This design comes from an exercise in tuning for small area on the open sky130 flow, not from production work. At most, simulation tests tie the RTL to the original design; equivalence was not proved. For run 4, only the layout was checked, not whether the RTL still works. No activity file was given, so power comes from the tool's default toggle rates.

File: flow/run.sh
#!/bin/bash
# synth_recipe.tcl (not shown) runs the flow's synth.tcl, then flattens the netlist and writes it again
# the make line also repeats each setting of config.mk as NAME=value (left out here)
make -C /OpenROAD-flow-scripts/flow DESIGN_CONFIG=/design/flow/config.mk WORK_HOME=/design/flow/orfs CLKGATE_MAP_FILE= SYNTH_SCRIPT=/design/flow/synth_recipe.tcl finish
File: flow/design.v
module program_mem_ctrl #(
    parameter int INS_W  = 12,
    parameter int ADDR_W = 8
) (
    input  logic              clk,
    input  logic              rst_n,
    input  logic              load_start,
    input  logic [ADDR_W-1:0] load_base,
    input  logic              load_valid,
    input  logic [INS_W-1:0]  load_data,
    input  logic              load_last,
    input  logic              fetch_en,
    input  logic [ADDR_W-1:0] fetch_addr,
    output logic              load_ready,
    output logic              load_done,
    output logic              load_err,
    output logic [ADDR_W:0]   load_count,
    output logic [INS_W-1:0]  load_sum,
    output logic              busy,
    output logic [INS_W-1:0]  ins,
    output logic              ins_valid
);
    localparam int DEPTH = 2 ** ADDR_W;
    localparam int NRING = DEPTH / 2;
    localparam logic [ADDR_W:0]   CNT_ONE  = (ADDR_W+1)'(1);
    localparam logic [ADDR_W:0]   CNT_LAST = (ADDR_W+1)'(DEPTH - 1);
    localparam logic [ADDR_W-1:0] PTR_ONE  = ADDR_W'(1);
    typedef enum logic [1:0] {IDLE, LOAD, DONE} state_e;
    state_e             state_q, state_d;
    logic [ADDR_W-1:0]  wptr_q, wptr_d;
    logic [ADDR_W:0]    cnt_q, cnt_d;
    logic [INS_W-1:0]   sum_q, sum_d;
    logic               err_q, err_d;
    logic [INS_W-1:0]   ins_q, ins_d;
    logic               ins_vld_q, ins_vld_d;
    logic               hs;
    always_ff @(posedge clk or negedge rst_n) begin
        if (!rst_n) begin
            state_q   <= IDLE;
            cnt_q     <= '0;
            sum_q     <= '0;
            err_q     <= 1'b0;
            ins_q     <= '0;
            ins_vld_q <= 1'b0;
        end else begin
            state_q   <= state_d;
            cnt_q     <= cnt_d;
            sum_q     <= sum_d;
            err_q     <= err_d;
            ins_q     <= ins_d;
            ins_vld_q <= ins_vld_d;
        end
    end
    always_ff @(posedge clk) wptr_q <= wptr_d;
    always_comb begin
        state_d = state_q;
        wptr_d  = wptr_q;
        cnt_d   = cnt_q;
        sum_d   = sum_q;
        err_d   = err_q;
        hs      = 1'b0;
        case (state_q)
            IDLE: begin
                if (load_start) begin
                    state_d = LOAD;
                    wptr_d  = load_base;
                    cnt_d   = '0;
                    sum_d   = '0;
                    err_d   = 1'b0;
                end
            end
            LOAD: begin
                if (load_valid) begin
                    hs     = 1'b1;
                    wptr_d = wptr_q + PTR_ONE;
                    cnt_d  = cnt_q + CNT_ONE;
                    sum_d  = sum_q + load_data;
                    if (load_last) begin
                        state_d = DONE;
                        err_d   = 1'b0;
                    end else if (cnt_q == CNT_LAST) begin
                        state_d = DONE;
                        err_d   = 1'b1;
                    end
                end
            end
            DONE:    state_d = IDLE;
            default: state_d = IDLE;
        endcase
    end
    logic               ph, q1;
    logic [INS_W-1:0]   pos0 [NRING];
    logic [INS_W-1:0]   pos1 [NRING];
    logic               pend_v;
    logic [ADDR_W-1:0]  pend_a;
    logic [INS_W-1:0]   pend_d;
    logic               direct;
    logic               wr_go;
    logic [ADDR_W-2:0]  wr_ring;
    logic [INS_W-1:0]   wr_data, wr_bus;
    logic [NRING-1:0]   wr_en, wr_en_n;
    assign direct  = wptr_q[0] ^ ph;
    assign wr_go   = pend_v | (hs & direct);
    assign wr_ring = pend_v ? pend_a[ADDR_W-1:1] : wptr_q[ADDR_W-1:1];
    assign wr_data = pend_v ? pend_d : load_data;
    assign wr_bus  = wr_data ^ {INS_W{q1}};
    always_comb begin
        for (int g = 0; g < NRING; g++) begin
            wr_en[g]   = wr_go && (wr_ring == (ADDR_W-1)'(g));
            wr_en_n[g] = !wr_en[g];
        end
    end
    always_ff @(posedge clk) begin
        ph     <= ~ph;
        q1     <= q1 ^ ph;
        pend_v <= hs & ~direct;
        pend_a <= wptr_q;
        pend_d <= load_data;
    end
    logic [INS_W-1:0]   pos0_d [NRING];
    for (genvar g = 0; g < NRING; g++) begin : g_ring
        for (genvar i = 0; i < INS_W; i++) begin : g_bit
            pmem_oai22 u_wr (.a1(wr_en_n[g]), .a2(wr_bus[i]), .b1(wr_en[g]), .b2(pos1[g][i]),
                             .y(pos0_d[g][i]));
        end
    end
    always_ff @(posedge clk) begin
        for (int g = 0; g < NRING; g++) begin
            pos1[g] <= pos0[g];
            pos0[g] <= pos0_d[g];
        end
    end
    localparam int NGRP = (DEPTH + 2) / 3;
    logic [INS_W-1:0]   phys [NGRP*3];
    logic [NGRP*3-1:0]  rsel;
    logic [ADDR_W-1:0]  ridx;
    logic [INS_W-1:0]   grp_n [NGRP];
    logic [INS_W-1:0]   rraw, rdata;
    logic               rpol;
    assign ridx = {fetch_addr[ADDR_W-1:1], fetch_addr[0] ^ ph};
    assign rpol = q1 ^ (fetch_addr[0] & ph);
    always_comb begin
        for (int k = 0; k < NGRP*3; k++) begin
            rsel[k] = (k < DEPTH) && (ridx == ADDR_W'(k));
            phys[k] = '0;
        end
        for (int g = 0; g < NRING; g++) begin
            phys[2*g]   = pos0[g];
            phys[2*g+1] = pos1[g];
        end
    end
    for (genvar k = 0; k < NGRP; k++) begin : g_grp
        for (genvar i = 0; i < INS_W; i++) begin : g_bit
            if (3*k + 2 < DEPTH) begin : g_3
                pmem_aoi222 u_rd (.a1(phys[3*k][i]), .a2(rsel[3*k]),
                                  .b1(phys[3*k+1][i]), .b2(rsel[3*k+1]),
                                  .c1(phys[3*k+2][i]), .c2(rsel[3*k+2]),
                                  .y(grp_n[k][i]));
            end else begin : g_1
                assign grp_n[k][i] = !(phys[3*k][i] && rsel[3*k]);
            end
        end
    end
    always_comb begin
        rraw = '0;
        for (int k = 0; k < NGRP; k++) rraw = rraw | ~grp_n[k];
        rdata = rraw ^ {INS_W{rpol}};
        if (pend_v && pend_a == fetch_addr) rdata = pend_d;
    end
    always_comb begin
        ins_vld_d = (state_q == IDLE) && fetch_en;
        ins_d     = ins_vld_d ? rdata : '0;
    end
    assign load_ready = (state_q == LOAD);
    assign load_done  = (state_q == DONE) && !err_q;
    assign load_err   = (state_q == DONE) &&  err_q;
    assign busy       = (state_q != IDLE);
    assign load_count = cnt_q;
    assign load_sum   = sum_q;
    assign ins        = ins_q;
    assign ins_valid  = ins_vld_q;
endmodule
module pmem_oai22 (
    input  logic a1, a2, b1, b2,
    output logic y
);
    assign y = !((a1 || a2) && (b1 || b2));
endmodule
module pmem_aoi222 (
    input  logic a1, a2, b1, b2, c1, c2,
    output logic y
);
    assign y = !((a1 && a2) || (b1 && b2) || (c1 && c2));
endmodule
File: flow/config.mk
export PLATFORM = sky130hd
export DESIGN_NAME = program_mem_ctrl
export DESIGN_NICKNAME = program_mem_ctrl
export VERILOG_FILES = /design/flow/design.v
export SDC_FILE = /design/flow/constraint.sdc
export NUM_CORES = 4
export LEC_CHECK = 0
export CAP_MARGIN = 20
export CORE_MARGIN = 2
export CORE_UTILIZATION = 40
export SLEW_MARGIN = 20
export SYNTH_HIERARCHICAL = 1
export SYNTH_MINIMUM_KEEP_SIZE = 0
File: flow/constraint.sdc
create_clock -name core_clock -period 5.0 [get_ports {clk}]
set_input_delay 1.0000 -clock core_clock [delete_from_list [all_inputs] [get_ports {clk}]]
set_output_delay 1.0000 -clock core_clock [all_outputs]
set_load 0.01 [all_outputs]
==> results of run 1 <==
## cell families after synthesis
kind of cell	count (synthesis)	synth area share
buffers and inverters	201	0.00870
AND/OR/NAND/NOR	916	0.0495
multiplexers	14	0.00158
adder cells (fa/ha/maj)	16	0.00232
AO/OA/AOI/OAI	2643	0.228
XOR/XNOR	54	0.00528
flip-flops	3140	0.705
## per-layer routing
metal	vias up	GRT usage	share of wire
met3	931	0.0652	0.11
met1	36600	0.379	0.40
met4	10	0.165	0.065
met2	4863	0.412	0.43
met5	-	0	0.00019
li1	31000	-	-
## layout make-up
type	count	area (um^2)
antenna	16	40.0
clock buffer	457	9360
clock inverter	94	1180
fill	19500	114000
inverter	137	514
multi-input combinational	3643	25900
sequential	3140	63100
tap	2975	3720
timing repair buffer	524	4890
## placed cells by master (no fill, tap or decap), types with 10 or more instances in the layout
cell / synthesis / final
inv_6: 0 / 12
xnor2_4: 0 / 10
dfxtp_1: 3095 / 3093
a2111oi_1: 10 / 10
o21ai_1: 24 / 24
xor2_1: 22 / 22
xnor2_1: 32 / 19
buf_12: 0 / 61
nand4_1: 232 / 232
nand2_1: 211 / 207
nand3_1: 56 / 50
nor2b_1: 10 / 10
clkbuf_1: 52 / 59
mux2i_1: 13 / 13
clkbuf_16: 0 / 325
dfrtp_1: 37 / 37
clkdlybuf4s50_1: 0 / 70
nor4_1: 62 / 60
nor2_1: 301 / 290
clkinv_2: 0 / 48
ha_1: 15 / 15
diode_2: 0 / 16
clkbuf_8: 0 / 73
buf_4: 2 / 391
bufinv_16: 0 / 25
inv_1: 132 / 132
a222oi_1: 1020 / 1020
and4_1: 12 / 12
o22ai_1: 1538 / 1538
o21ai_0: 15 / 15
nor2_2: 3 / 14
## path summary, 6_finish.rpt
kind | startpoint | endpoint | slack [ns] | depth (start not counted)
max in group asynchronous | rst_n | ins_q[5]$_DFF_PN0_ | 4.26 | 2
min reg2reg | pos0[39][7]$_DFF_P_ | pos1[39][7]$_DFF_P_ | 0.30 | 0
max | fetch_addr[0] | ins_q[1]$_DFF_PN0_ | 0.21 | 15
min | rst_n | ins_vld_q$_DFF_PN0_ | 0.23 | 2
min in group core_clock | pos0[39][7]$_DFF_P_ | pos1[39][7]$_DFF_P_ | 0.30 | 0
max reg2reg | ph$_DFF_P_ | ins_q[1]$_DFF_PN0_ | 0.38 | 15
## through the flow
stage | setup WS, ns | total power, W
detailed placement | -0.701 | 0.0354
floorplan | -1.49 | 0.0326
finish | 0.213 | 0.0592
global placement | -0.648 | 0.0352
CTS | 0.260 | 0.0591
global route | 0.129 | 0.0609
## Yosys stat by module, one instance, submodules excluded
module            flip-flops and latches  cells inside  area (um^2)
pmem_aoi222                            0             1         10.0
pmem_oai22                             0             1         6.26
program_mem_ctrl                    3140          4428        69700
## where the power goes
group / switching (W) / internal [W] / total (W) / leakage, nW
registers: 0.00232 / 0.0288 / 0.0311 / 26.2
logic: 0.00253 / 0.00153 / 0.00406 / 12.7
clock network: 0.00978 / 0.0143 / 0.0241 / 5.22
## registers in the layout (all words and copies together), names as in the netlist, 2 cells and up
| name | cells |
|---|---|
| wptr_q | 8 |
| pos1 | 1536 |
| cnt_q | 9 |
| state_q | 2 |
| pend_a | 8 |
| sum_q | 12 |
| pos0 | 1536 |
| ins_q | 12 |
| pend_d | 12 |
==> impl_metrics.env, run 1 <==
export IMPL_timing_hold_violations_final=0
export IMPL_min_period_ns=4.79
export IMPL_routedWlPerCell_um=30.7
export IMPL_place_area_mm2=0.0982
export IMPL_cpLargestDelayFamily="simple AND/OR/NAND/NOR gates"
export IMPL_synth_async_sr_flop_share=0.0118
export IMPL_postCtsSetupRepairBufs=0
export IMPL_coreArea_mm2=0.223
export IMPL_fp_dieW_um=477
export IMPL_yosysSeqAreaShare=0.705
export IMPL_setup_viol=0
export IMPL_synth_area_per_cell_um2=12.8
export IMPL_syn_nets=7034
export IMPL_cp_arrival_ns=5.58
export IMPL_maxSlewHeadroom=0.209
export IMPL_worstMarginPinSlew_ns=1.18
export IMPL_leakagePower_nw=44.1
export IMPL_cp_num_buf_inv=4
export IMPL_cts_repair_resize_count=0
export IMPL_critPathMaxStageDelay_ns=0.85
export IMPL_drtIter0Drc=13300
export IMPL_grt_pass1_wl_mm=486
export IMPL_rows=173
export IMPL_port_buffers=71
export IMPL_io_pins=72
export IMPL_drv_slew=0
export IMPL_cap_violations=0
export IMPL_clk_latency_ns=0.95
export IMPL_drc=0
export IMPL_routed_wl_mm=337
export IMPL_clock_path_buffers=4
export IMPL_fin_worst_skew_ns=0.0651
export IMPL_final_util=0.489
export IMPL_critPathCaptureType="flip-flop"
export IMPL_grt_max_degree=116
export IMPL_drive_gt1_frac=0.125
export IMPL_synth_cell_type_count=56
export IMPL_syn_inst=6984
export IMPL_p_per_area_mw_per_mm2=544
export IMPL_status="timing/DRC/antenna clean"
export IMPL_critical_path_class="primary input to flip-flop"
export IMPL_nNetsFinal=7814
export IMPL_numCtsBuffers=318
export IMPL_antenna_found_initial=19
export IMPL_clkTransAtPathRegs_ns=0.06
export IMPL_yosys_area_top_type="dfxtp_1"
export IMPL_ctsHtreeMaxLevel=5
export IMPL_cp_required_ns=5.80
export IMPL_gp_congestion=0.930
export IMPL_synth_edf_count=8
export IMPL_first_global_vias=71000
export IMPL_overflow=0
export IMPL_ir_drop_v=0.000398
export IMPL_cts_root_buf="clkbuf_16"
export IMPL_yosys_register_bits=3140
export IMPL_tns_ns=0
export IMPL_grt_use_total=0.282
export IMPL_crit_fanout=8
export IMPL_yosys_cell_count_top_type="dfxtp_1"
export IMPL_final_cell_count_no_fill=11000
export IMPL_start_util=0.402
export IMPL_synthTopCellsByArea="dfxtp_1 69%, a222oi_1 11%, o22ai_1 11%, nand4_1 1.6%, nor2_1 1.3%"
export IMPL_hold_slack_ns=0.229
export IMPL_path_cells="clkdlybuf4s50_1 > ha_1 > nor2b_1 > nand3_2 > buf_4 > nor2_1 > buf_4 > a222oi_1 > nand4_1 > nor4_1 > buf_4 > nand2_1 > a2111oi_1 > xnor2_1 > o21ai_1"
export IMPL_synth_cell_area_mm2=0.0896
export IMPL_via_per_inst=6.68
export IMPL_cts_sinks=3140
export IMPL_finish_instance_area_mm2=0.109
export IMPL_postRouteAntennaNets=0
export IMPL_dp_cells=10400
export IMPL_die_h_um=477
export IMPL_vias=73400
export IMPL_cpMostUsedCell="buf_4"
export IMPL_synth_common_cells="3,095 x dfxtp_1, 1,538 x o22ai_1, 1,020 x a222oi_1"
export IMPL_hpwl_mm=219
export IMPL_cts_tree="built"
export IMPL_synth_top_cell_area_share=0.692
export IMPL_first_pass_iters=17
export IMPL_hold_path_class="primary input to async pin"
export IMPL_area_growth_pct=21.5
export IMPL_cp_start_kind="primary input"
export IMPL_yosysWarnings=16
export IMPL_min_period_over_period=0.957
export IMPL_cts_hold_buf=0
export IMPL_die_area_mm2=0.228
export IMPL_synthFlopType="dfxtp_1"
export IMPL_rsz0062_at_grt="false"
export IMPL_max_freq_mhz=209
export IMPL_slowest_stage="nor4_1"
==> run 2, diff against run 1 <==
--- a/flow/design.v
+++ b/flow/design.v
@@ -32,6 +32,7 @@
     logic [INS_W-1:0]   sum_q, sum_d;
     logic               err_q, err_d;
     logic [INS_W-1:0]   ins_q, ins_d;
+    logic               pol_q, pol_d;
     logic               ins_vld_q, ins_vld_d;
     logic               hs;
     always_ff @(posedge clk or negedge rst_n) begin
@@ -41,6 +42,7 @@
             sum_q     <= '0;
             err_q     <= 1'b0;
             ins_q     <= '0;
+            pol_q     <= 1'b0;
             ins_vld_q <= 1'b0;
         end else begin
             state_q   <= state_d;
@@ -48,6 +50,7 @@
             sum_q     <= sum_d;
             err_q     <= err_d;
             ins_q     <= ins_d;
+            pol_q     <= pol_d;
             ins_vld_q <= ins_vld_d;
         end
     end
@@ -133,18 +136,23 @@
     localparam int NGRP = (DEPTH + 2) / 3;
     logic [INS_W-1:0]   phys [NGRP*3];
     logic [NGRP*3-1:0]  rsel;
-    logic [ADDR_W-1:0]  ridx;
+    logic [NRING-1:0]   rring;
+    logic               rpos;
     logic [INS_W-1:0]   grp_n [NGRP];
-    logic [INS_W-1:0]   rraw, rdata;
-    logic               rpol;
-    assign ridx = {fetch_addr[ADDR_W-1:1], fetch_addr[0] ^ ph};
+    logic [INS_W-1:0]   rraw;
+    logic               rpol, byp;
+    assign rpos = fetch_addr[0] ^ ph;
     assign rpol = q1 ^ (fetch_addr[0] & ph);
-    always_comb begin
+    assign byp  = pend_v && (pend_a == fetch_addr);
+    always_comb begin
+        for (int g = 0; g < NRING; g++) rring[g] = (fetch_addr[ADDR_W-1:1] == (ADDR_W-1)'(g));
         for (int k = 0; k < NGRP*3; k++) begin
-            rsel[k] = (k < DEPTH) && (ridx == ADDR_W'(k));
+            rsel[k] = 1'b0;
             phys[k] = '0;
         end
         for (int g = 0; g < NRING; g++) begin
+            rsel[2*g]   = rring[g] && !rpos;
+            rsel[2*g+1] = rring[g] &&  rpos;
             phys[2*g]   = pos0[g];
             phys[2*g+1] = pos1[g];
         end
@@ -164,12 +172,12 @@
     always_comb begin
         rraw = '0;
         for (int k = 0; k < NGRP; k++) rraw = rraw | ~grp_n[k];
-        rdata = rraw ^ {INS_W{rpol}};
-        if (pend_v && pend_a == fetch_addr) rdata = pend_d;
     end
     always_comb begin
         ins_vld_d = (state_q == IDLE) && fetch_en;
-        ins_d     = ins_vld_d ? rdata : '0;
+        pol_d     = ins_vld_d && !byp && rpol;
+        ins_d     = '0;
+        if (ins_vld_d) ins_d = byp ? pend_d : rraw;
     end
     assign load_ready = (state_q == LOAD);
     assign load_done  = (state_q == DONE) && !err_q;
@@ -177,7 +185,7 @@
     assign busy       = (state_q != IDLE);
     assign load_count = cnt_q;
     assign load_sum   = sum_q;
-    assign ins        = ins_q;
+    assign ins        = ins_q ^ {INS_W{pol_q}};
     assign ins_valid  = ins_vld_q;
 endmodule
 module pmem_oai22 (
--- a/flow/config.mk
+++ b/flow/config.mk
@@ -7,7 +7,9 @@
 export LEC_CHECK = 0
 export CAP_MARGIN = 20
 export CORE_MARGIN = 2
-export CORE_UTILIZATION = 40
+export CORE_UTILIZATION = 45
+export CTS_CLUSTER_DIAMETER = 80
+export CTS_CLUSTER_SIZE = 20
 export SLEW_MARGIN = 20
 export SYNTH_HIERARCHICAL = 1
 export SYNTH_MINIMUM_KEEP_SIZE = 0
==> run 2 against run 1 <==
  * Flip-flop and latch count grew 1
  * Largest cell class unchanged
  * Combinational power grew 5.2%
  * Critical endpoint is now ins_q[10]$_DFF_PN0_
  * Via count up 1.5%
  * Critical path type unchanged
==> impl_metrics.env, run 2 <==
export IMPL_crit_fanout=16
export IMPL_die_area_mm2=0.203
export IMPL_first_pass_iters=17
export IMPL_critical_path_class="primary input to flip-flop"
export IMPL_yosys_cell_count_top_type="dfxtp_1"
export IMPL_fin_worst_skew_ns=0.0316
export IMPL_min_period_over_period=0.974
export IMPL_max_freq_mhz=205
export IMPL_p_per_area_mw_per_mm2=485
export IMPL_start_util=0.451
export IMPL_rr_endpoint="ins_q[10]$_DFF_PN0_"
export IMPL_synth_cell_area_mm2=0.0899
export IMPL_synthFlopType="dfxtp_1"
export IMPL_wl_met3_mm=46.2
export IMPL_vias=74500
export IMPL_syn_nets=7107
export IMPL_synth_cell_type_count=55
export IMPL_syn_inst=7057
export IMPL_cap_violations=0
export IMPL_cp_start_kind="primary input"
export IMPL_yosys_area_top_type="dfxtp_1"
export IMPL_critPathCaptureType="flip-flop"
export IMPL_grt_use_total=0.334
export IMPL_grt_max_degree=129
export IMPL_regArea_mm2=0.0632
export IMPL_dp_slack_ns=-0.602
export IMPL_reg2regPathDepth=12
export IMPL_clk_latency_ns=0.87
export IMPL_leakagePower_nw=40.3
export IMPL_coreArea_mm2=0.199
export IMPL_grt_pass1_wl_mm=506
export IMPL_multi_input_area_mm2=0.0268
export IMPL_hold_path_class="primary input to async pin"
export IMPL_final_util=0.517
export IMPL_layout_common_cells="3,093 x dfxtp_1, 1,538 x o22ai_1, 1,020 x a222oi_1, 472 x buf_4, 436 x nor2_1"
export IMPL_drv_slew=0
export IMPL_die_h_um=451
export IMPL_drc=0
export IMPL_rows=164
export IMPL_routed_wl_mm=356
export IMPL_postRouteAntennaNets=0
export IMPL_drtIter0Drc=15200
export IMPL_synth_common_cells="3,095 x dfxtp_1, 1,538 x o22ai_1, 1,020 x a222oi_1"
export IMPL_r2r_slack_ns=0.42
export IMPL_synthTopCellsByArea="dfxtp_1 69%, a222oi_1 11%, o22ai_1 11%, nor2_1 1.9%, nand4_1 1.8%"
export IMPL_synth_top_cell_area_share=0.689
export IMPL_numCtsBuffers=176
export IMPL_cts_root_buf="clkbuf_16"
export IMPL_total_power_w=0.0500
export IMPL_hpwl_mm=233
export IMPL_yosysWarnings=16
export IMPL_synth_edf_count=8
export IMPL_yosysSeqAreaShare=0.702
export IMPL_gp_congestion=0.963
export IMPL_dr_wl_met2_mm=145
export IMPL_port_buffers=71
export IMPL_area_growth_pct=14.6
export IMPL_cp_required_ns=5.72
export IMPL_maxSlewHeadroom=0.138
export IMPL_synth_area_per_cell_um2=12.7
export IMPL_dr_max_layer_used="met5"
export IMPL_clkTransAtPathRegs_ns=0.09
export IMPL_ir_drop_v=0.000383
export IMPL_cts_tree="built"
export IMPL_status="timing/DRC/antenna clean"
export IMPL_antenna_found_initial=15
export IMPL_overflow=0
export IMPL_yosys_register_bits=3141
export IMPL_worstMarginPinSlew_ns=1.29
export IMPL_critPathLaunch="fetch_addr[0]"
export IMPL_timing_hold_violations_final=0
export IMPL_reg2reg_from="ph$_DFF_P_"
export IMPL_io_pins=72
export IMPL_clock_path_buffers=3
export IMPL_layout_commonest_cell="dfxtp_1"
export IMPL_rsz0062_at_grt="false"
export IMPL_cts_sinks=3141
export IMPL_setup_viol=0
export IMPL_cp_arrival_ns=5.59
export IMPL_fp_dieW_um=451
export IMPL_min_period_ns=4.87
export IMPL_ctsHtreeMaxLevel=4
export IMPL_routedWlPerCell_um=34.1
export IMPL_synth_async_sr_flop_share=0.0121
export IMPL_first_global_vias=70600
export IMPL_cts_hold_buf=0
export IMPL_nNetsFinal=7787
export IMPL_setup_ws_ns=0.132
export IMPL_nFillCells=17100
export IMPL_drive_gt1_frac=0.0993
export IMPL_via_per_inst=7.14
export IMPL_wirelength_met1_mm=145
export IMPL_top_regs="pos0: 1536 flops, pos1: 1536 flops"
run 2: cell count changes in the layout (fill, tap and decap cells not counted), sizes merged, moves of 22 or more:
cell | before | now
bufinv | 25 | 0
inv | 149 | 21
buf | 454 | 508
nor2 | 304 | 448
nand4 | 234 | 256
nor3 | 7 | 30
clkinv | 54 | 4
nand2 | 211 | 233
clkbuf | 457 | 193
run 2: cell type report:
cell class	instances	share of cell area
Antenna cell	13	0.000316
Clock buffer	193	0.0442
Clock inverter	14	0.00191
Inverter	11	0.000401
Multi-Input combinational cell	3829	0.260
Sequential cell	3141	0.613
Tap cell	2656	0.0323
Timing Repair Buffer	578	0.0482
run 2: repair_timing:
action	4_1_cts	5_1_grt
setup buffers	0	0
endpoints found under the setup margin	0	1
gates resized for setup	0	1
run 2: per-layer routing:
| layer | track usage | up-vias |
|---|---|---|
| met5 | 0 | - |
| met4 | 0.163 | 14 |
| met3 | 0.0936 | 883 |
| met2 | 0.468 | 5337 |
| met1 | 0.472 | 37300 |
| li1 | - | 30900 |
run 2: cells by family after synthesis:
| family | Yosys count | share of synthesized area |
|---|---|---|
| DFF | 3141 | 0.702 |
| AOI/OAI and AO/OA | 2627 | 0.226 |
| and+or+nand+nor | 1117 | 0.0586 |
| buffers and inverters | 87 | 0.00394 |
| xor gates and xnor gates | 55 | 0.00536 |
| adders and majority gates | 16 | 0.00231 |
| muxes | 14 | 0.00157 |
run 2: worst max-delay path by stage:
stage,slack (ns),depth (start not counted),endpoint
6_report,0.13,13,ins_q[10]$_DFF_PN0_
5_1_grt,0.15,13,ins_q[3]$_DFF_PN0_
4_1_cts,0.30,13,ins_q[6]$_DFF_PN0_
3_5_place_dp,-0.60,13,ins_q[6]$_DFF_PN0_
3_3_place_gp,-0.83,13,ins_q[3]$_DFF_PN0_
2_1_floorplan,-1.49,3,pos0[0][0]$_DFF_P_
run 2: metrics by stage:
step           cell area [um^2]  hold slack, ns  TNS (ns)  cells
2_1_floorplan             90000           0.330   -381.49   7057
3_3_place_gp              98200           0.334     -5.05  10200
3_5_place_dp              98200           0.334     -4.40  10200
4_1_cts                  103000           0.292         0  10400
5_1_grt                  103000           0.153         0  10400
6_report                 103000           0.133         0  10400
run 2: power breakdown:
group	internal, W	total [W]	switching, W
clock network	0.00650	0.0146	0.00814
registers	0.0287	0.0310	0.00232
logic	0.00151	0.00427	0.00276
total	0.0367	0.0500	0.0132
run 2: critical path, stage by stage:
cell and delay, ns:
clkdlybuf4s50_1 0.50, ha_1 0.49, nor2b_1 0.25, nand2_1 0.17, buf_12 0.19, nor2_1 0.25
a222oi_1 0.62, nand4_1 0.37, nor4_2 0.87, buf_4 0.24, nand3_1 0.17, nor3_1 0.35
nor3_2 0.07
run 2: modules after synthesis (local to each module, per instance):
module,cell area (um^2),cells,flops+latches
pmem_aoi222,10.0,1,0
program_mem_ctrl,70100,4501,3141
pmem_oai22,6.26,1,0
==> run 3, diff against run 2 <==
--- a/flow/config.mk
+++ b/flow/config.mk
@@ -9,7 +9,7 @@
 export CORE_MARGIN = 2
 export CORE_UTILIZATION = 45
 export CTS_CLUSTER_DIAMETER = 80
-export CTS_CLUSTER_SIZE = 20
+export CTS_CLUSTER_SIZE = 25
 export SLEW_MARGIN = 20
 export SYNTH_HIERARCHICAL = 1
 export SYNTH_MINIMUM_KEEP_SIZE = 0
==> run 3 against run 2 <==
  * Largest cell class unchanged
  * Utilization shrank 0.32 points
  * Clock power decreased by 7%
  * Synthesized area did not move
  * Global-route usage barely moved
  * Worst hold slack better by 0.0035 ns
  * First-iteration DRC count fell by 2.2%
  * Synthesized cell count unchanged
  * Cell count shrank 0.11%
==> impl_metrics.env, run 3 <==
export IMPL_status="timing/DRC/antenna clean"
export IMPL_area_growth_pct=13.9
export IMPL_grt_pass1_wl_mm=505
export IMPL_clkTransAtPathRegs_ns=0.10
export IMPL_syn_nets=7107
export IMPL_worstMarginPinSlew_ns=1.18
export IMPL_synth_area_per_cell_um2=12.7
export IMPL_syn_inst=7057
export IMPL_yosysWarnings=16
export IMPL_critical_path_class="primary input to flip-flop"
export IMPL_layout_common_cells="3,093 x dfxtp_1, 1,538 x o22ai_1, 1,020 x a222oi_1, 472 x buf_4, 435 x nor2_1"
export IMPL_top_regs="pos0: 1536 flops, pos1: 1536 flops"
export IMPL_cpMostUsedCell="buf_4"
export IMPL_rsz0062_at_grt="false"
export IMPL_cts_repair_resize_count=0
export IMPL_crit_fanout=12
export IMPL_cts_hold_buf=0
export IMPL_drtIter0Drc=14900
export IMPL_io_pins=72
export IMPL_synth_top_cell_area_share=0.689
export IMPL_grt_max_degree=129
export IMPL_synthTopCellsByArea="dfxtp_1 69%, a222oi_1 11%, o22ai_1 11%, nor2_1 1.9%, nand4_1 1.8%"
export IMPL_rows=164
export IMPL_coreArea_mm2=0.199
export IMPL_synth_cell_area_mm2=0.0899
export IMPL_yosys_area_top_type="dfxtp_1"
export IMPL_routed_wl_mm=355
export IMPL_final_util=0.514
export IMPL_synth_async_sr_flop_share=0.0121
export IMPL_drv_slew=0
export IMPL_final_cell_count_no_fill=10400
export IMPL_setup_viol=0
export IMPL_cp_arrival_ns=5.57
export IMPL_leakagePower_nw=40.0
export IMPL_yosys_register_bits=3141
export IMPL_critPathCaptureType="flip-flop"
export IMPL_yosys_cell_count_top_type="dfxtp_1"
export IMPL_ctsHtreeMaxLevel=4
export IMPL_antenna_found_initial=22
export IMPL_synth_cell_type_count=55
export IMPL_grt_use_total=0.334
export IMPL_die_area_mm2=0.203
export IMPL_critPathMaxStageDelay_ns=0.93
export IMPL_cts_tree="built"
export IMPL_numCtsBuffers=148
export IMPL_overflow=0
export IMPL_cp_required_ns=5.72
export IMPL_hold_path_class="primary input to async pin"
export IMPL_postCtsSetupRepairBufs=0
export IMPL_hold_slack_ns=0.137
export IMPL_drc=0
export IMPL_drive_gt1_frac=0.0966
export IMPL_p_per_area_mw_per_mm2=478
export IMPL_port_buffers=71
export IMPL_nNetsFinal=7759
export IMPL_min_period_ns=4.85
export IMPL_total_power_w=0.0489
export IMPL_max_freq_mhz=206
export IMPL_slowest_stage="nor4_1"
export IMPL_via_per_inst=7.15
export IMPL_clk_latency_ns=0.86
export IMPL_layout_commonest_cell="dfxtp_1"
export IMPL_routedWlPerCell_um=34.1
export IMPL_dp_cells=10200
export IMPL_fp_dieW_um=451
export IMPL_synthFlopType="dfxtp_1"
export IMPL_gp_congestion=0.963
export IMPL_maxSlewHeadroom=0.209
export IMPL_first_global_vias=70400
export IMPL_ir_drop_v=0.000373
export IMPL_hpwl_mm=233
export IMPL_postRouteAntennaNets=0
export IMPL_path_cells="clkdlybuf4s50_1 > ha_1 > nor2b_1 > nand2_1 > buf_4 > nor2_1 > a222oi_1 > nand4_1 > nor4_1 > buf_4 > nand3_1 > nor3_1 > nor3_2"
export IMPL_synth_common_cells="3,095 x dfxtp_1, 1,538 x o22ai_1, 1,020 x a222oi_1"
export IMPL_synth_edf_count=8
export IMPL_die_h_um=451
export IMPL_cts_root_buf="clkbuf_16"
export IMPL_vias=74600
export IMPL_min_period_over_period=0.971
export IMPL_cts_sinks=3141
export IMPL_yosysSeqAreaShare=0.702
export IMPL_fin_worst_skew_ns=0.0320
export IMPL_clock_path_buffers=3
export IMPL_first_pass_iters=22
export IMPL_cp_start_kind="primary input"
export IMPL_timing_hold_violations_final=0
export IMPL_start_util=0.451
export IMPL_cap_violations=0
run 3: cell counts after synthesis:
Identical to the previous run, type by type.
run 3: path summary, 6_finish.rpt:
| check | start | endpoint | slack (ns) | depth (start not counted) |
|---|---|---|---|---|
| worst max-delay path | fetch_addr[0] | ins_q[6]$_DFF_PN0_ | 0.15 | 13 |
| worst min-delay path | rst_n | sum_q[10]$_DFFE_PN0P_ | 0.14 | 1 |
| worst max register to register | ph$_DFF_P_ | ins_q[6]$_DFF_PN0_ | 0.42 | 12 |
| worst min register to register | pos0[12][2]$_DFF_P_ | pos1[12][2]$_DFF_P_ | 0.34 | 0 |
| max in group asynchronous | rst_n | ins_q[1]$_DFF_PN0_ | 4.45 | 1 |
| min in group core_clock | pos0[12][2]$_DFF_P_ | pos1[12][2]$_DFF_P_ | 0.34 | 0 |
run 3: stage by stage:
step	setup TNS, ns	setup WS [ns]	cell area, um^2
4_1_cts	0	0.275	102000
2_1_floorplan	-381.49	-1.49	90000
5_1_grt	0	0.0315	102000
6_report	0	0.145	102000
3_5_place_dp	-4.40	-0.602	98200
3_3_place_gp	-5.05	-0.834	98200
run 3: Yosys stat by module (local to each module, per instance):
module	cells inside	flip-flops and latches	times used	area, um^2
pmem_aoi222	1	0	1020	10.0
pmem_oai22	1	0	1536	6.26
program_mem_ctrl	4501	3141	1	70100
run 3: logic make-up after synthesis:
| family | count (synthesis) | synth area share |
|---|---|---|
| AO/OA/AOI/OAI | 2627 | 0.226 |
| buffers and inverters | 87 | 0.00394 |
| adder cells (fa/ha/maj) | 16 | 0.00231 |
| multiplexers | 14 | 0.00157 |
| flip-flops | 3141 | 0.702 |
| XOR/XNOR | 55 | 0.00536 |
| AND/OR/NAND/NOR | 1117 | 0.0586 |
run 3: cell type report:
cell class                 instances  area, um^2
clock inverter                    16         194
antenna                           28        70.1
sequential                      3141       63200
tap                             2656        3320
fill                           17200       96800
multi-input combinational       3829       26800
timing repair buffer             578        4960
inverter                          11        41.3
clock buffer                     165        3890
run 3: worst max-delay path, delay by kind of cell:
| kind | cells | cell delay [ns] |
|---|---|---|
| adders and majority gates | 1 | 0.48 |
| and+or+nand+nor | 8 | 2.50 |
| AOI/OAI and AO/OA | 1 | 0.56 |
| buffers and inverters | 3 | 1.00 |
run 3: routing by layer:
metal  up-vias  part of all wire  wire [um]  global-route usage
met1     37500              0.41     146000               0.473
met4        22             0.056      19700               0.167
li1      30900                 -          -                   -
met2      5232              0.41     145000               0.463
met3       913              0.13      45100              0.0941
met5         -           0.00085        301                   0
run 3: power breakdown:
group	internal [W]	switching [W]	leakage [nW]
Sequential	0.0287	0.00232	26.2
Clock	0.00563	0.00797	2.00
Combinational	0.00151	0.00276	11.8
Total	0.0359	0.0130	40.0
==> run 4, diff against run 3 <==
==> flow/design.v (replaced) <==
module program_mem_ctrl #(
    parameter int INS_W  = 12,
    parameter int ADDR_W = 8
) (
    input  logic              clk,
    input  logic              rst_n,
    input  logic              load_start,
    input  logic [ADDR_W-1:0] load_base,
    input  logic              load_valid,
    input  logic [INS_W-1:0]  load_data,
    input  logic              load_last,
    input  logic              fetch_en,
    input  logic [ADDR_W-1:0] fetch_addr,
    output logic              load_ready,
    output logic              load_done,
    output logic              load_err,
    output logic [ADDR_W:0]   load_count,
    output logic [INS_W-1:0]  load_sum,
    output logic              busy,
    output logic [INS_W-1:0]  ins,
    output logic              ins_valid
);
    localparam int DEPTH = 2 ** ADDR_W;
    localparam logic [ADDR_W:0]   CNT_ONE  = (ADDR_W+1)'(1);
    localparam logic [ADDR_W:0]   CNT_LAST = (ADDR_W+1)'(DEPTH - 1);
    localparam logic [ADDR_W-1:0] PTR_ONE  = ADDR_W'(1);
    typedef enum logic [1:0] {IDLE, LOAD, DONE} state_e;
    state_e             state_q, state_d;
    logic [ADDR_W-1:0]  wptr_q, wptr_d;
    logic [ADDR_W:0]    cnt_q, cnt_d;
    logic [INS_W-1:0]   sum_q, sum_d;
    logic               err_q, err_d;
    logic [INS_W-1:0]   ins_q, ins_d;
    logic               ins_vld_q, ins_vld_d;
    logic               hs;
    logic [INS_W-1:0]   mem [DEPTH];
    always_ff @(posedge clk or negedge rst_n) begin
        if (!rst_n) begin
            state_q   <= IDLE;
            wptr_q    <= '0;
            cnt_q     <= '0;
            sum_q     <= '0;
            err_q     <= 1'b0;
            ins_q     <= '0;
            ins_vld_q <= 1'b0;
        end else begin
            state_q   <= state_d;
            wptr_q    <= wptr_d;
            cnt_q     <= cnt_d;
            sum_q     <= sum_d;
            err_q     <= err_d;
            ins_q     <= ins_d;
            ins_vld_q <= ins_vld_d;
        end
    end
    always_comb begin
        state_d = state_q;
        wptr_d  = wptr_q;
        cnt_d   = cnt_q;
        sum_d   = sum_q;
        err_d   = err_q;
        hs      = 1'b0;
        case (state_q)
            IDLE: begin
                if (load_start) begin
                    state_d = LOAD;
                    wptr_d  = load_base;
                    cnt_d   = '0;
                    sum_d   = '0;
                    err_d   = 1'b0;
                end
            end
            LOAD: begin
                if (load_valid) begin
                    hs     = 1'b1;
                    wptr_d = wptr_q + PTR_ONE;
                    cnt_d  = cnt_q + CNT_ONE;
                    sum_d  = sum_q + load_data;
                    if (load_last) begin
                        state_d = DONE;
                        err_d   = 1'b0;
                    end else if (cnt_q == CNT_LAST) begin
                        state_d = DONE;
                        err_d   = 1'b1;
                    end
                end
            end
            DONE:    state_d = IDLE;
            default: state_d = IDLE;
        endcase
    end
    always_comb begin
        ins_d     = '0;
        ins_vld_d = 1'b0;
        if (state_q == IDLE && fetch_en) begin
            ins_d     = mem[fetch_addr];
            ins_vld_d = 1'b1;
        end
    end
    always_ff @(posedge clk) begin
        if (hs) mem[wptr_q] <= load_data;
    end
    assign load_ready = (state_q == LOAD);
    assign load_done  = (state_q == DONE) && !err_q;
    assign load_err   = (state_q == DONE) &&  err_q;
    assign busy       = (state_q != IDLE);
    assign load_count = cnt_q;
    assign load_sum   = sum_q;
    assign ins        = ins_q;
    assign ins_valid  = ins_vld_q;
endmodule
==> flow/config.mk (replaced) <==
export PLATFORM = sky130hd
export DESIGN_NAME = program_mem_ctrl
export DESIGN_NICKNAME = program_mem_ctrl
export VERILOG_FILES = /design/flow/design.v
export SDC_FILE = /design/flow/constraint.sdc
export NUM_CORES = 4
export LEC_CHECK = 0
export CAP_MARGIN = 20
export CORE_MARGIN = 2
export CORE_UTILIZATION = 40
export SLEW_MARGIN = 20
==> run 4 against run 3 <==
  * Clock skew is 0.033 ns higher
  * Sequential power shrank 6%
  * Critical path depth is 4 lower
  * Flip-flop and latch count decreased by 24
  * First-iteration DRC count decreased by 48%
  * Non-clock buffer count down 39
  * Global-route usage is 12 points lower
  * Utilization fell by 4.8 points
  * Total power grew 16%
  * Largest cell class unchanged
==> impl_metrics.env, run 4 <==
export IMPL_status="timing/DRC/antenna clean"
export IMPL_cts_root_buf="clkbuf_16"
export IMPL_coreArea_mm2=0.297
export IMPL_timing_hold_violations_final=0
export IMPL_nNetsFinal=6006
export IMPL_max_freq_mhz=224
export IMPL_worstMarginPinSlew_ns=1.26
export IMPL_layout_common_cells="3,072 x edfxtp_1, 804 x mux4_2, 425 x buf_4, 385 x nor2_1, 337 x clkbuf_16"
export IMPL_total_power_w=0.0568
export IMPL_drtIter0Drc=7719
export IMPL_p_int_w=0.0442
export IMPL_tns_ns=0
export IMPL_first_global_vias=59000
export IMPL_routedWlPerCell_um=31.6
export IMPL_clock_path_buffers=4
export IMPL_cap_violations=0
export IMPL_antenna_found_initial=24
export IMPL_postRouteAntennaNets=0
export IMPL_largest_reg_flops=3072
export IMPL_syn_nets=5433
export IMPL_start_util=0.403
export IMPL_ir_drop_v=0.000394
export IMPL_io_pins=72
export IMPL_multi_input_area_mm2=0.0247
export IMPL_min_period_over_period=0.894
export IMPL_grt_max_degree=183
export IMPL_synthTopCellsByArea="edfxtp_1 77%, mux4_2 15%, nor2_1 1.2%, dfrtp_1 0.94%, o22ai_1 0.93%"
export IMPL_critical_path_class="primary input to flip-flop"
export IMPL_synth_cell_area_mm2=0.120
export IMPL_clkTransAtPathRegs_ns=0.06
export IMPL_cts_sinks=3117
export IMPL_gp_congestion=0.857
export IMPL_p_sw_w=0.0126
export IMPL_port_buffers=71
export IMPL_ctsHtreeMaxLevel=5
export IMPL_yosys_register_bits=3117
export IMPL_clk_latency_ns=0.95
export IMPL_syn_inst=5381
export IMPL_area_growth_pct=15.7
export IMPL_nFillCells=24300
export IMPL_min_period_ns=4.47
export IMPL_yosysWarnings=1
export IMPL_cp_arrival_ns=5.28
export IMPL_numCtsBuffers=333
export IMPL_first_pass_iters=6
export IMPL_synth_common_cells="3,072 x edfxtp_1, 804 x mux4_2, 387 x nor2_1"
export IMPL_pwr_share_clk=0.421
export IMPL_cts_tree="built"
export IMPL_routed_wl_mm=321
export IMPL_vias=59000
export IMPL_critPathCaptureType="flip-flop"
export IMPL_drv_slew=0
export IMPL_r2r_slack_ns=1.35
export IMPL_cts_repair_resize_count=0
export IMPL_synth_async_sr_flop_share=0.0144
export IMPL_leakagePower_nw=43.6
export IMPL_grt_use_total=0.211
export IMPL_switching_share=0.221
export IMPL_fin_worst_skew_ns=0.0647
export IMPL_drive_gt1_frac=0.286
export IMPL_layout_commonest_cell="edfxtp_1"
export IMPL_synth_area_per_cell_um2=22.2
export IMPL_top_register="mem"
export IMPL_postCtsSetupRepairBufs=0
export IMPL_crit_fanout=35
export IMPL_hold_slack_ns=0.240
export IMPL_maxSlewHeadroom=0.158
export IMPL_synth_top_cell_area_share=0.771
export IMPL_setup_viol=0
export IMPL_rows=200
export IMPL_rsz0062_at_grt="false"
export IMPL_grt_pass1_wl_mm=452
export IMPL_cp_start_kind="primary input"
export IMPL_yosysSeqAreaShare=0.781
export IMPL_seqPwrFrac=0.513
export IMPL_regArea_mm2=0.0934
export IMPL_hold_path_class="primary input to async pin"
export IMPL_drc=0
export IMPL_synth_cell_type_count=52
export IMPL_synth_edf_count=3072
export IMPL_overflow=0
export IMPL_yosys_cell_count_top_type="edfxtp_1"
export IMPL_hpwl_mm=201
export IMPL_dp_slack_ns=-0.372
export IMPL_cp_required_ns=5.81
export IMPL_die_h_um=551
export IMPL_via_per_inst=5.82
export IMPL_yosys_area_top_type="edfxtp_1"
export IMPL_top_regs="mem: 3072 flops, ins_q: 12 flops, sum_q: 12 flops"
export IMPL_setup_ws_ns=0.530
export IMPL_die_area_mm2=0.303
export IMPL_pwr_share_comb=0.066
export IMPL_synthFlopType="edfxtp_1"
export IMPL_cts_hold_buf=0
export IMPL_fp_dieW_um=551
export IMPL_p_per_area_mw_per_mm2=410
run 4: changes by cell type after synthesis, moves of 80 or more:
cell and delta:
a222oi_1 -1019, edfxtp_1 +3064, mux2i_1 +83, clkbuf_1 +83, o22ai_1 -1361, mux4_2 +804
nand4_1 -249, dfxtp_1 -3095, a211oi_1 +80, nand2_1 -171
run 4: logic make-up after synthesis:
logic type	Yosys count	share of synthesized area
DFF	3117	0.781
xor gates and xnor gates	15	0.00110
and+or+nand+nor	610	0.0220
adders and majority gates	18	0.00195
AOI/OAI and AO/OA	377	0.0203
muxes	911	0.160
buffers and inverters	333	0.0134
run 4: power groups by stage:
stage	Clock [W]	Sequential (W)	Combinational, W
3_5_place_dp	0	0.0297	0.00375
5_1_grt	0.0252	0.0291	0.00393
3_3_place_gp	0	0.0296	0.00371
2_1_floorplan	0	0.0296	0.00186
6_report	0.0239	0.0291	0.00375
4_1_cts	0.0242	0.0291	0.00377
run 4: critical path, stage by stage:
cell and delay (ns):
clkdlybuf4s50_1 0.67, nor3b_4 0.45, buf_4 0.39, nand2_2 0.72
o22ai_1 0.65, a211oi_1 0.20, nand3_1 0.42, o22ai_1 0.19
or4_1 0.55
run 4: routing by layer:
layer / wire [um] / GRT usage / vias up
li1: - / - / 23900
met1: 130000 / 0.296 / 32000
met2: 154000 / 0.336 / 2731
met3: 27900 / 0.0424 / 478
met4: 9010 / 0.0587 / 8
met5: 55 / 0 / -
run 4: area by class of cell:
class	count	area share
Tap cell	3939	0.0356
Inverter	32	0.000868
Multi-Input combinational cell	1931	0.178
Clock inverter	186	0.0129
Antenna cell	9	0.000163
Timing Repair Buffer	539	0.0349
Clock buffer	394	0.0626
Sequential cell	3117	0.675
run 4: metrics by stage:
step                utilization  instance area (um^2)  cells
floorplan                     -                120000   5381
global placement          0.431                128000   9557
detailed placement        0.431                128000   9558
CTS                       0.466                138000  10100
global route              0.466                138000  10100
finish                    0.466                138000  10100
run 4: path summary, 6_finish.rpt:
kind / from / to / cells after the start
min in group core_clock: load_data[3] / mem[97][3]$_DFFE_PP_ / 1
max: fetch_addr[6] / ins_q[11]$_DFF_PN0_ / 9
min reg2reg: sum_q[2]$_DFFE_PN0P_ / sum_q[2]$_DFFE_PN0P_ / 2
max reg2reg: state_q[0]$_DFFE_PN0P_ / ins_q[7]$_DFF_PN0_ / 10
max in group asynchronous: rst_n / ins_q[4]$_DFF_PN0_ / 2
min: rst_n / sum_q[2]$_DFFE_PN0P_ / 2

## what the ideal ports hide
No port has a modelled driver above. Below, the same layouts with a new extraction and two added sets of constraints. Step 1 assumes that a clkbuf_16 drives the clock port and a buf_2 every other input. Step 2 moves the port delays by t, midway between the first and last clock arrival at a register: inputs arrive t later, outputs are due t later. That takes back most of the time a late clock gives input paths. Three values: ideal, step 1, step 2; two values: the first two.
| run | t, ns | setup WS [ns] | pins driven straight from the clock port |
|---|---|---|---|
| run 1 | 1.011 | 0.213 / 0.245 / -0.766 | 1 |
| run 2 | 0.950 | 0.132 / 0.193 / -0.757 | 1 |
| run 3 | 0.951 | 0.145 / 0.208 / -0.743 | 1 |
| run 4 | 1.010 | 0.530 / 0.594 / -0.416 | 1 |
Met with ideal ports but missed after step 2: setup timing in every run listed. For run 1, which loses most, drivers alone change the setup slack by +0.032 ns; drivers and shift together by -0.979 ns.
